From an optimization exercise on the open Yosys and OpenROAD flow, aimed at small area, a short achievable clock period and few clock cycles; shortcuts taken in it are not production practice. Where RTL was checked, it was by simulation tests only, not by an equivalence proof against the original. No functional check of the RTL was part of run 2.

==> flow/design.v (outline; a module is shown in full before it is edited, if it fits) <==
// module ast_tensor_stream_sv: 1733 lines
module ast_tensor_stream_sv #(
   parameter int DATAWIDTH = 14,
   parameter int SIZE      = 4,
   parameter int ACCWIDTH  = 2*DATAWIDTH+$clog2(SIZE)
) (
   input  logic                   clk,
   input  logic                   reset_n,
   input  logic                   cfg_valid,
   input  logic [$clog2(SIZE):0]  cfg_q,
   input  logic [$clog2(SIZE):0]  cfg_r,
   input  logic [$clog2(SIZE):0]  cfg_k,
   input  logic                   in_valid,
   output logic                   in_ready,
   input  logic                   in_set,
   input  logic [DATAWIDTH-1:0]   in_data,
   input  logic                   start,
   input  logic                   keep_b,
   input  logic                   relu,
   output logic                   out_valid,
   input  logic                   out_ready,
   output logic [DATAWIDTH-1:0]   out_data,
   output logic                   out_last,
   output logic                   busy,
   output logic                   done,
   output logic                   err
);
  // ...
==> flow/flow/run.sh <==
#!/bin/bash
# Standard layout, with timing repair aiming further below the clock period.
set -e
export SETUP_SLACK_MARGIN=5.6
bash standard.sh > standard.log 2>&1
==> flow/standard.sh <==
#!/bin/bash
# synth_recipe.tcl (not shown) runs the flow's synth.tcl, then flattens the netlist and writes it again
# the make line also repeats each setting of config.mk as NAME=value (left out here)
make -C /OpenROAD-flow-scripts/flow DESIGN_CONFIG=/design/flow/config.mk WORK_HOME=/design/flow/orfs CLKGATE_MAP_FILE= SYNTH_SCRIPT=/design/flow/synth_recipe.tcl "${@:-finish}"
==> flow/config.mk <==
export PLATFORM = sky130hd
export DESIGN_NAME = ast_tensor_stream_sv
export DESIGN_NICKNAME = ast_tensor_stream_sv
export VERILOG_FILES = /design/flow/design.v
export SDC_FILE = /design/flow/constraint.sdc
export NUM_CORES = 4
export LEC_CHECK = 0
export ABC_CLOCK_PERIOD_IN_PS = 5000
export CAP_MARGIN = 20
export CORE_MARGIN = 2
export CORE_UTILIZATION = 60
export CTS_CLUSTER_DIAMETER = 80
export CTS_CLUSTER_SIZE = 24
export PLACE_DENSITY = 0.75
export SLEW_MARGIN = 20
==> flow/constraint.sdc <==
create_clock -name core_clock -period 10.0 [get_ports {clk}]
set_input_delay 2.0000 -clock core_clock [delete_from_list [all_inputs] [get_ports {clk}]]
set_output_delay 2.0000 -clock core_clock [all_outputs]
set_load 0.01 [all_outputs]
==> impl_metrics.tcl, run 1 <==
set metrics [dict create \
    status "complete, no violations" \
    cp-start-kind "primary input" \
    hold_start "b_mem[15][0]" \
    endpoint_kind "output pin" \
    rrSetupSlack_ns 5.59 \
    area.share.sequential 0.386 \
    whs_path_depth 2 \
    avgRoutedWirePerCell_um 27.6 \
    arrival_ns 2.49 \
    grt_overflow_total 0 \
    grt_pass1_wl_um 216000 \
    async_reset_ff_frac 0.0437 \
    slowest_delay_ns 0.18 \
    postRouteWirelength_um 144000 \
    antenna_found_initial 1 \
    grt.met3_usage 0.0921 \
    drt.antenna.violating_nets 0 \
    fin_worst_skew_ns 0.0354 \
    drive_above_1_share 0.124 \
    fmax_mhz 223 \
    grt_start_max_net_pins 59 \
    place_ws_ns 4.44 \
    postPlaceCellArea_sq_um 50500 \
    coreArea_sq_um 81700 \
    post_synth_fa_ha_maj_area_fraction 0.205 \
    via_count 34300 \
    r2r_start "k_r[0]" \
    io_pins 52 \
    yosysMostFrequentCell "edfxtp_1" \
    synth-xor-area-share 0.0898 \
    netlist_area_sq_um 49200 \
    synth.yosys.seq_area_share 0.409 \
]
Testbench counts, summed over its fixed seeds: cycles 15,315.
==> inputs of run 2 (changes only) <==
--- a/flow/design.v
+++ b/flow/design.v
@@ -27,20 +27,16 @@
    localparam int unsigned CW = $clog2(SIZE) + 1;
    localparam int unsigned NW = 2 * CW;
    logic [CW-1:0] q_r, r_r, k_r;
    logic [NW-1:0] a_cnt, b_cnt, a_need, b_need;
    logic          keep_r;
    logic          a_room, b_room;      
    logic          dims_ok, start_ok, accept, go, fin;
    logic [1:0]    ai, ar;              
-   assign a_need   = NW'(q_r) * NW'(r_r);
-   assign b_need   = NW'(r_r) * NW'(k_r);
-   assign dims_ok  = (q_r != '0) && (r_r != '0) && (k_r != '0) &&
-                     (q_r <= CW'(SIZE)) && (r_r <= CW'(SIZE)) && (k_r <= CW'(SIZE));
    assign start_ok = !cfg_valid && dims_ok && (a_cnt == a_need) && (b_cnt == b_need);
    assign in_ready = in_set ? b_room : a_room;
    assign accept   = in_valid && in_ready && !cfg_valid;
    assign go       = !busy && start && start_ok;
    assign fin      = out_valid && out_ready && out_last;
    logic [CW-1:0] q_n, r_n, k_n;
    logic [NW-1:0] a_cnt_n, b_cnt_n;
    logic          busy_n;
@@ -86,28 +82,37 @@
          b_room_n = b_room;
       end
    end
    always_ff @(posedge clk or negedge reset_n) begin
       if (!reset_n) begin
          q_r    <= '0;
          r_r    <= '0;
          k_r    <= '0;
+         a_need <= '0;
+         b_need <= '0;
+         dims_ok <= 1'b0;
          a_cnt  <= '0;
          b_cnt  <= '0;
          keep_r <= 1'b0;
          busy   <= 1'b0;
          done   <= 1'b0;
          err    <= 1'b0;
          a_room <= 1'b0;
          b_room <= 1'b0;
       end else begin
          q_r    <= q_n;
          r_r    <= r_n;
          k_r    <= k_n;
+         if (!busy && cfg_valid) begin
+            a_need  <= NW'(cfg_q) * NW'(cfg_r);
+            b_need  <= NW'(cfg_r) * NW'(cfg_k);
+            dims_ok <= (cfg_q != '0) && (cfg_r != '0) && (cfg_k != '0) &&
+                       (cfg_q <= CW'(SIZE)) && (cfg_r <= CW'(SIZE)) && (cfg_k <= CW'(SIZE));
+         end
          a_cnt  <= a_cnt_n;
          b_cnt  <= b_cnt_n;
          busy   <= busy_n;
          done   <= busy && fin;
          err    <= !busy && start && !start_ok;
          if (go) keep_r <= keep_b;
          a_room <= a_room_n;
          b_room <= b_room_n;
==> flow/config.mk (replaced) <==
export PLATFORM = sky130hd
export DESIGN_NAME = ast_tensor_stream_sv
export DESIGN_NICKNAME = ast_tensor_stream_sv
export VERILOG_FILES = /design/flow/design.v
export SDC_FILE = /design/flow/constraint.sdc
export NUM_CORES = 4
export LEC_CHECK = 0
export ABC_CLOCK_PERIOD_IN_PS = 5000
export CAP_MARGIN = 20
export CORE_MARGIN = 2
export CORE_UTILIZATION = 50
export CTS_CLUSTER_DIAMETER = 80
export CTS_CLUSTER_SIZE = 24
export PLACE_DENSITY = 0.75
export SLEW_MARGIN = 20
==> impl_metrics.tcl, run 2 <==
set metrics [dict create \
    drtIter0Drc 4644 \
    synth.yosys.seq_area_share 0.410 \
    whs_path_depth 2 \
    slowest_delay_ns 0.30 \
    slew_violations 0 \
    mostFrequentLayoutCells "484 x edfxtp_1, 454 x inv_1, 395 x fa_1" \
    cap_violations 0 \
    rsz0062_at_grt "yes" \
    dpl.hpwl_um 110000 \
    cp_max_fo 4 \
    synth_edf_count 484 \
    yosysMostFrequentCell "edfxtp_1" \
    yosys-top-cells-count "484 x edfxtp_1, 458 x inv_1, 400 x fa_1" \
    yosysWarnings 14 \
    fmax_mhz 221 \
    synth_cells 4267 \
    io_pins 52 \
    grt_use_total 0.295 \
    multi_input_area_sq_um 26900 \
    drive_above_1_share 0.116 \
    fin_tns_setup_ns 0 \
    arrival_ns 2.53 \
    yosysUniqueCellTypes 94 \
    cts-root-buf "clkbuf_16" \
    r2r_cells 11 \
    worst-setup-path-type "primary input to output pin" \
    nets 4769 \
    synth_top_flop_cell "edfxtp_1" \
    coreArea_sq_um 98700 \
    cp-start-kind "primary input" \
    slew_headroom 0.260 \
    min_path_type "flop to flop" \
    postRouteWirelength_um 151000 \
    routabilityCongestion 1.02 \
    postPlaceCellArea_sq_um 51500 \
    timing.final.crit_share 0.453 \
    seqCellArea_sq_um 20800 \
    dieArea_sq_um 102000 \
    setup_viol 0 \
    clk_latency_ns 0.67 \
    syn_nets 4854 \
    design_area_sq_um 53900 \
    cts.clk_slew.worst_paths_ns 0.08 \
    rows 115 \
    synth-seq-cells 769 \
    final_common_cell "edfxtp_1" \
    finalHoldViolations 0 \
    drc_errors 0 \
    worst_pin_slew_ns 1.11 \
    async_reset_ff_frac 0.0598 \
    io_buffers 51 \
    antenna_found_initial 0 \
    timing.critical_path.required_ns 8.00 \
    yosysTopAreaCell "edfxtp_1" \
    initial_core_util 0.505 \
    grt_overflow_total 0 \
    cts_buffer_depth 3 \
    via_count 35000 \
    crit_chain "buf_12, mux2_4, buf_6" \
    synth_top_area_share 0.291 \
    cts_tree "done" \
    ys_top_cells_by_area "edfxtp_1 29%, fa_1 16%, dfxtp_1 9.6%" \
    holdWs_ns 0.486 \
    cts_made_buffers 45 \
    antenna-diode-count 0 \
    fillers 8156 \
    clock-sinks 769 \
    drt.antenna.violating_nets 0 \
    grt_pass1_vias 35500 \
    viasPerCell 6.35 \
    grt_pass1_wl_um 227000 \
    grt_start_max_net_pins 59 \
    avgRoutedWirePerCell_um 27.4 \
    fp.dieH_um 320 \
    worst_slack_ns 5.47 \
    synth.avg_cell_area_sq_um 11.7 \
    crit_slowest_cell "mux2_4" \
    post-place-cells 5389 \
    place_ws_ns 4.40 \
    status "complete, no violations" \
    hold_buffers 0 \
    htreeDepth 2 \
    syn2layout_area_growth_pct 7.95 \
    drt_first_pass_iters 8 \
    netlist_area_sq_um 49900 \
    instances_no_fill 5506 \
    fin_worst_skew_ns 0.0465 \
    endpoint_kind "output pin" \
    period_needed_ns 4.53 \
    die_w_um 320 \
]
[run 2: cell types whose count changed after synthesis, sizes merged, moves of 15 or more]
cell / delta
a211oi: -21
xor2: -15
buf: -19
o21ai: +38
nor2: -17
clkbuf: +26
[run 2: path summary, 6_finish.rpt]
| path | startpoint | end | slack (ns) |
|---|---|---|---|
| setup / recovery | in_set | in_ready | 5.47 |
| max in group asynchronous | reset_n | out_valid | 8.12 |
| hold reg to reg | s0_v | s1_v | 0.49 |
| min in group asynchronous | reset_n | a_need[3] | 1.42 |
| hold / removal | s0_v | s1_v | 0.49 |
| setup reg to reg | bn[1][2] | ps[2][18] | 5.61 |
[run 2: kinds of logic after synthesis]
family | Yosys count | synth area share
adder cells (fa/ha/maj) | 555 | 0.199
multiplexers | 151 | 0.0554
AND/OR/NAND/NOR | 646 | 0.0638
AO/OA/AOI/OAI | 912 | 0.128
buffers and inverters | 739 | 0.0559
flip-flops | 769 | 0.410
XOR/XNOR | 495 | 0.0869
[run 2: routing by layer]
metal	vias up	wire [um]	track usage
met5	-	0	0
met1	17300	57300	0.391
li1	14800	-	-
met3	501	17000	0.0695
met2	2305	68300	0.462
met4	0	8500	0.134
[run 2: layout make-up]
class                      count  area share
inverter                     465      0.0327
clock inverter                15     0.00502
multi-input combinational   2759       0.499
sequential                   769       0.386
tap                         1287      0.0299
timing repair buffer         142      0.0230
clock buffer                  69      0.0245
[run 2: stage by stage]
step / util
global route: 0.546
finish: 0.546
floorplan: -
CTS: 0.541
detailed placement: 0.522
global placement: 0.521
[run 2: repair_timing]
| action | in CTS | in global routing |
|---|---|---|
| setup buffers | 13 | 19 |
| gates resized for setup | 165 | 99 |
| setup endpoints to repair | 45 | 23 |
| pin swaps | 2 | 7 |
[run 2: critical path, delay by kind of cell]
family,cells,cell delay (ns)
mux,1,0.30
buf+inv,2,0.22

static timing again, ports no longer ideal:
The flow's constraints put no driver on any port. The routed layouts listed below were extracted and timed again, unchanged, in two steps.
Step 1 assumes that a clkbuf_16 drives the clock port and a buf_2 every other input.
Step 2 also shifts input and output timing later by t, the mid clock arrival at the registers, as if the neighbouring blocks saw the same clock.
a / b / c = ideal / step 1 / step 2; a / b = the first two.
| run | t, ns | setup WS [ns] | worst setup path at the end |
|---|---|---|---|
| run 1 | 0.681 | 5.513 / 5.453 / 5.173 | input to register |
| run 2 | 0.718 | 5.471 / 5.424 / 5.098 | input to register |
After both steps setup and hold are still met in every run listed. For run 2, which loses most, drivers alone change the setup slack by -0.047 ns; drivers and shift together by -0.373 ns.
